Source: an optimization exercise on an open RTL-to-GDS flow (aim: small area, a short achievable clock period and few clock cycles). Production flows keep margins and buffers that such runs may drop.

==> flow/design.v <==
module rab_inv_range_ctrl #(
   parameter int unsigned AW               = 32,
   parameter int unsigned N_SLICES         = 16,
   parameter int unsigned L2_N_SETS        = 32,
   parameter int unsigned L2_N_SET_ENTRIES = 32,
   parameter int unsigned PG_BITS          = 12
) (
   input  logic                                              Clk_CI,
   input  logic                                              Rst_RI,
   input  logic [AW-1:0]                                     AwAddr_DI,
   input  logic                                              AwValid_SI,
   output logic                                              AwReady_SO,
   input  logic [AW-1:0]                                     WData_DI,
   input  logic                                              WValid_SI,
   output logic                                              WReady_SO,
   output logic [1:0]                                        BResp_DO,
   output logic                                              BValid_SO,
   input  logic                                              BReady_SI,
   input  logic [N_SLICES*AW-1:0]                            L1First_DI,
   input  logic [N_SLICES*AW-1:0]                            L1Last_DI,
   output logic [N_SLICES-1:0]                               L1Inv_SO,
   output logic [$clog2(L2_N_SETS*L2_N_SET_ENTRIES)-1:0]     L2Addr_DO,
   output logic                                              L2Rd_SO,
   input  logic [AW-PG_BITS-1:0]                             L2RdVpn_DI,
   input  logic                                              L2RdValid_DI,
   output logic                                              L2ClrValid_SO,
   output logic                                              Busy_SO
);
   localparam int unsigned N_ENTRIES = L2_N_SETS * L2_N_SET_ENTRIES;
   localparam int unsigned IW        = $clog2(N_ENTRIES);
   localparam logic [IW-1:0] SWEEP_FIRST = '0;
   localparam logic [IW-1:0] SWEEP_LAST  = IW'(1) << (IW-1);
   function automatic logic [IW-1:0] nxt(input logic [IW-1:0] s);
      nxt = {s[IW-2:0], s[IW-1] ^ s[6] ^ (s[IW-2:0] == '0)};
   endfunction
   logic              aw_held_q, w_held_q;    
   logic              a10_q, a18_q;           
   logic [AW-1:0]     wdata_q;                
   logic [AW-1:0]     lo_q;
   localparam int unsigned NG = AW / 8;       
   logic [NG-1:0]     lt1_q, eq1_q;           
   logic [NG-1:0]     gt2_q, eq2_q;           
   logic              busy_q;                 
   logic              chk_q;                  
   logic [N_SLICES+1:0] l1_q;                 
   logic              ov_q;                   
   logic              l2_q;                   
   logic              resp_q;                 
   logic              err_q;                  
   logic [IW+2:0]     ra_q;                   
   logic              rdp_q;                  
   logic              p2_q;                   
   logic              vv_q;                   
   logic              hq_q;                   
   logic              dn_q;                   
   logic              idle, exec, aw_rdy, w_rdy, b_fire;
   logic              rd, hit, start_l1, le, ge, l2_end;
   logic [AW-1:0]     x1, x2;
   logic [IW-1:0]     ca;
   logic              unused_addr;
   assign unused_addr = ^AwAddr_DI[AW-1:8];
   assign idle   = !busy_q;
   assign exec   = idle && aw_held_q && w_held_q;
   assign aw_rdy = !Rst_RI && idle && !aw_held_q;
   assign w_rdy  = !Rst_RI && idle && !w_held_q;
   assign b_fire = resp_q && BReady_SI;
   always_comb begin
      x1 = idle ? lo_q : '0;
      x2 = '0;
      if (rdp_q) begin
         x1 = x1 | {L2RdVpn_DI, {PG_BITS{1'b0}}};
         x2 = x2 | {L2RdVpn_DI, {PG_BITS{1'b1}}};
      end
      for (int unsigned i = 0; i < N_SLICES; i++) begin
         x1 = x1 | (L1First_DI[i*AW +: AW] & {AW{l1_q[i]}});
         x2 = x2 | (L1Last_DI[i*AW +: AW]  & {AW{l1_q[i]}});
      end
   end
   always_comb begin
      le = 1'b1;
      ge = 1'b1;
      for (int unsigned g = 0; g < NG; g++) begin
         le = lt1_q[g] || (eq1_q[g] && le);
         ge = gt2_q[g] || (eq2_q[g] && ge);
      end
   end
   assign start_l1 = chk_q && le;                 
   assign rd       = l2_q && !hq_q && !dn_q;
   assign hit      = p2_q && vv_q && le && ge;
   assign l2_end   = l2_q && dn_q && !rdp_q && !hit;
   always_comb begin
      unique case ({rdp_q, p2_q})
         2'b00:   ca = ra_q[IW:1];
         2'b11:   ca = ra_q[IW+2:3];
         default: ca = ra_q[IW+1:2];
      endcase
   end
   assign AwReady_SO    = aw_rdy;
   assign WReady_SO     = w_rdy;
   assign BValid_SO     = resp_q;
   assign BResp_DO      = {err_q, 1'b0};
   assign Busy_SO       = busy_q;
   assign L1Inv_SO      = l1_q[N_SLICES+1:2] & {N_SLICES{ov_q}};
   assign L2Rd_SO       = rd;
   assign L2ClrValid_SO = hq_q;
   assign L2Addr_DO     = hq_q ? ca : ra_q[IW-1:0];
   always_ff @(posedge Clk_CI or posedge Rst_RI) begin
      if (Rst_RI) begin
         aw_held_q <= 1'b0;
         w_held_q  <= 1'b0;
         lo_q      <= '0;
         busy_q    <= 1'b0;
         chk_q     <= 1'b0;
         l1_q      <= '0;
         l2_q      <= 1'b0;
         resp_q    <= 1'b0;
         err_q     <= 1'b0;
         ra_q      <= {3'b000, SWEEP_FIRST};
         rdp_q     <= 1'b0;
         p2_q      <= 1'b0;
         hq_q      <= 1'b0;
         dn_q      <= 1'b0;
      end else begin
         if (exec) begin
            aw_held_q <= 1'b0;
            w_held_q  <= 1'b0;
            busy_q    <= 1'b1;
            err_q     <= 1'b0;
            chk_q     <= a18_q;
            resp_q    <= !a18_q;
            if (a10_q) lo_q <= wdata_q;
         end else begin
            if (AwValid_SI && aw_rdy) aw_held_q <= 1'b1;
            if (WValid_SI && w_rdy)   w_held_q  <= 1'b1;
            if (b_fire) begin
               busy_q <= 1'b0;
               resp_q <= 1'b0;
            end
            if (chk_q) begin
               chk_q  <= 1'b0;
               err_q  <= !le;
               resp_q <= !le;
            end
            if (l2_end) resp_q <= 1'b1;
         end
         l1_q  <= {l1_q[N_SLICES:0], start_l1};
         rdp_q <= rd;
         p2_q  <= rdp_q;
         hq_q  <= hit;
         if (rd) ra_q <= {ra_q[IW+1:IW-1], nxt(ra_q[IW-1:0])};
         if (l1_q[N_SLICES-2]) l2_q <= 1'b1;
         else if (l2_end)      l2_q <= 1'b0;
         dn_q  <= l2_q && (dn_q || (rd && ra_q[IW-1:0] == SWEEP_LAST));
      end
   end
   always_ff @(posedge Clk_CI) begin
      for (int unsigned g = 0; g < NG; g++) begin
         lt1_q[g] <= x1[g*8 +: 8] <  wdata_q[g*8 +: 8];
         eq1_q[g] <= x1[g*8 +: 8] == wdata_q[g*8 +: 8];
         gt2_q[g] <= x2[g*8 +: 8] >  lo_q[g*8 +: 8];
         eq2_q[g] <= x2[g*8 +: 8] == lo_q[g*8 +: 8];
      end
      vv_q <= L2RdValid_DI;
      ov_q <= le && ge;
      if (AwValid_SI && aw_rdy) begin
         a10_q <= (AwAddr_DI[7:0] == 8'h10);
         a18_q <= (AwAddr_DI[7:0] == 8'h18);
      end
      if (WValid_SI && w_rdy) wdata_q <= WData_DI;
   end
endmodule
clock: 7.0 ns
lec_check: 0
abc_clock_period_in_ps: 3000
cap_margin: 20
core_area: 5 5 395 395
die_area: 0 0 400 400
setup_slack_margin: 4
slew_margin: 20
standard.sh (not shown) runs the stock make flow with config.mk's settings and CLKGATE_MAP_FILE= SYNTH_SCRIPT=/design/flow/synth_recipe.tcl, a recipe that flattens the netlist after the stock synthesis.
==> flow/flow/run.sh <==
#!/bin/bash
# Standard layout, with the port buffers made from the smallest buffer cell.
set -euo pipefail
export BUFFER_PORTS_ARGS="-buffer_cell sky130_fd_sc_hd__buf_1"
bash standard.sh > standard.log 2>&1
The first run finished clean.
Then changed:
--- a/flow/design.v
+++ b/flow/design.v
@@ -32,8 +32,11 @@
    localparam logic [IW-1:0] SWEEP_LAST  = IW'(1) << (IW-1);
    function automatic logic [IW-1:0] nxt(input logic [IW-1:0] s);
       nxt = {s[IW-2:0], s[IW-1] ^ s[6] ^ (s[IW-2:0] == '0)};
    endfunction
+   function automatic logic [IW-1:0] prv(input logic [IW-1:0] s);
+      prv = {s[0] ^ s[7] ^ (s[IW-1:1] == '0), s[IW-1:1]};
+   endfunction
    logic              aw_held_q, w_held_q;    
    logic              a10_q, a18_q;           
    logic [AW-1:0]     wdata_q;                
    logic [AW-1:0]     lo_q;
@@ -46,9 +49,9 @@
    logic              ov_q;                   
    logic              l2_q;                   
    logic              resp_q;                 
    logic              err_q;                  
-   logic [IW+2:0]     ra_q;                   
+   logic [IW-1:0]     ra_q;                   
    logic              rdp_q;                  
    logic              p2_q;                   
    logic              vv_q;                   
    logic              hq_q;                   
@@ -88,13 +91,11 @@
    assign rd       = l2_q && !hq_q && !dn_q;
    assign hit      = p2_q && vv_q && le && ge;
    assign l2_end   = l2_q && dn_q && !rdp_q && !hit;
    always_comb begin
-      unique case ({rdp_q, p2_q})
-         2'b00:   ca = ra_q[IW:1];
-         2'b11:   ca = ra_q[IW+2:3];
-         default: ca = ra_q[IW+1:2];
-      endcase
+      ca = prv(ra_q);
+      if (rdp_q) ca = prv(ca);
+      if (p2_q)  ca = prv(ca);
    end
    assign AwReady_SO    = aw_rdy;
    assign WReady_SO     = w_rdy;
    assign BValid_SO     = resp_q;
@@ -102,9 +103,9 @@
    assign Busy_SO       = busy_q;
    assign L1Inv_SO      = l1_q[N_SLICES+1:2] & {N_SLICES{ov_q}};
    assign L2Rd_SO       = rd;
    assign L2ClrValid_SO = hq_q;
-   assign L2Addr_DO     = hq_q ? ca : ra_q[IW-1:0];
+   assign L2Addr_DO     = hq_q ? ca : ra_q;
    always_ff @(posedge Clk_CI or posedge Rst_RI) begin
       if (Rst_RI) begin
          aw_held_q <= 1'b0;
          w_held_q  <= 1'b0;
@@ -114,9 +115,9 @@
          l1_q      <= '0;
          l2_q      <= 1'b0;
          resp_q    <= 1'b0;
          err_q     <= 1'b0;
-         ra_q      <= {3'b000, SWEEP_FIRST};
+         ra_q      <= SWEEP_FIRST;
          rdp_q     <= 1'b0;
          p2_q      <= 1'b0;
          hq_q      <= 1'b0;
          dn_q      <= 1'b0;
@@ -146,12 +147,12 @@
          l1_q  <= {l1_q[N_SLICES:0], start_l1};
          rdp_q <= rd;
          p2_q  <= rdp_q;
          hq_q  <= hit;
-         if (rd) ra_q <= {ra_q[IW+1:IW-1], nxt(ra_q[IW-1:0])};
+         if (rd) ra_q <= nxt(ra_q);
          if (l1_q[N_SLICES-2]) l2_q <= 1'b1;
          else if (l2_end)      l2_q <= 1'b0;
-         dn_q  <= l2_q && (dn_q || (rd && ra_q[IW-1:0] == SWEEP_LAST));
+         dn_q  <= l2_q && (dn_q || (rd && ra_q == SWEEP_LAST));
       end
    end
    always_ff @(posedge Clk_CI) begin
       for (int unsigned g = 0; g < NG; g++) begin
What happened:
- worst setup slack got worse by 0.67 ns
- wire length goes down by 11%
- utilization hardly moves
- hold slack is better by 0.0063 ns
- count of clock-buffer cells in the layout went up by 4
- die area stays the same
- first-iteration DRC count rises by 34%
No run of this note included a check of the RTL's function; only the layout flow was run.

[afterwards: timing with drivers on the ports]
No port has a modelled driver above. Below, the same layouts with a new extraction and two added sets of constraints. Step 1 assumes that a clkbuf_16 drives the clock port and a buf_2 every other input. Step 2 times the ports against the registers' clock, not the clock port: input delays grow and output delays shrink by t, the midpoint of the rising clock arrivals with the driver on. Three values: ideal, step 1, step 2; two values: the first two.
| run | shift t [ns] | slack for setup (ns) | hold slack, ns | worst setup path at the end | latest minus earliest clock arrival (ns) |
|---|---|---|---|---|---|
| the first run | 0.544 | 3.186 / 3.086 / 2.541 | 0.365 / 0.365 / 0.365 | input to register | 0.025 / 0.025 |
| the second run | 0.575 | 2.519 / 2.453 / 2.317 | 0.371 / 0.371 / 0.371 | input to register | 0.025 / 0.025 |
After both steps setup and hold are still met in every run listed. For the first run, which loses most, drivers alone change the setup slack by -0.100 ns; drivers and shift together by -0.645 ns.
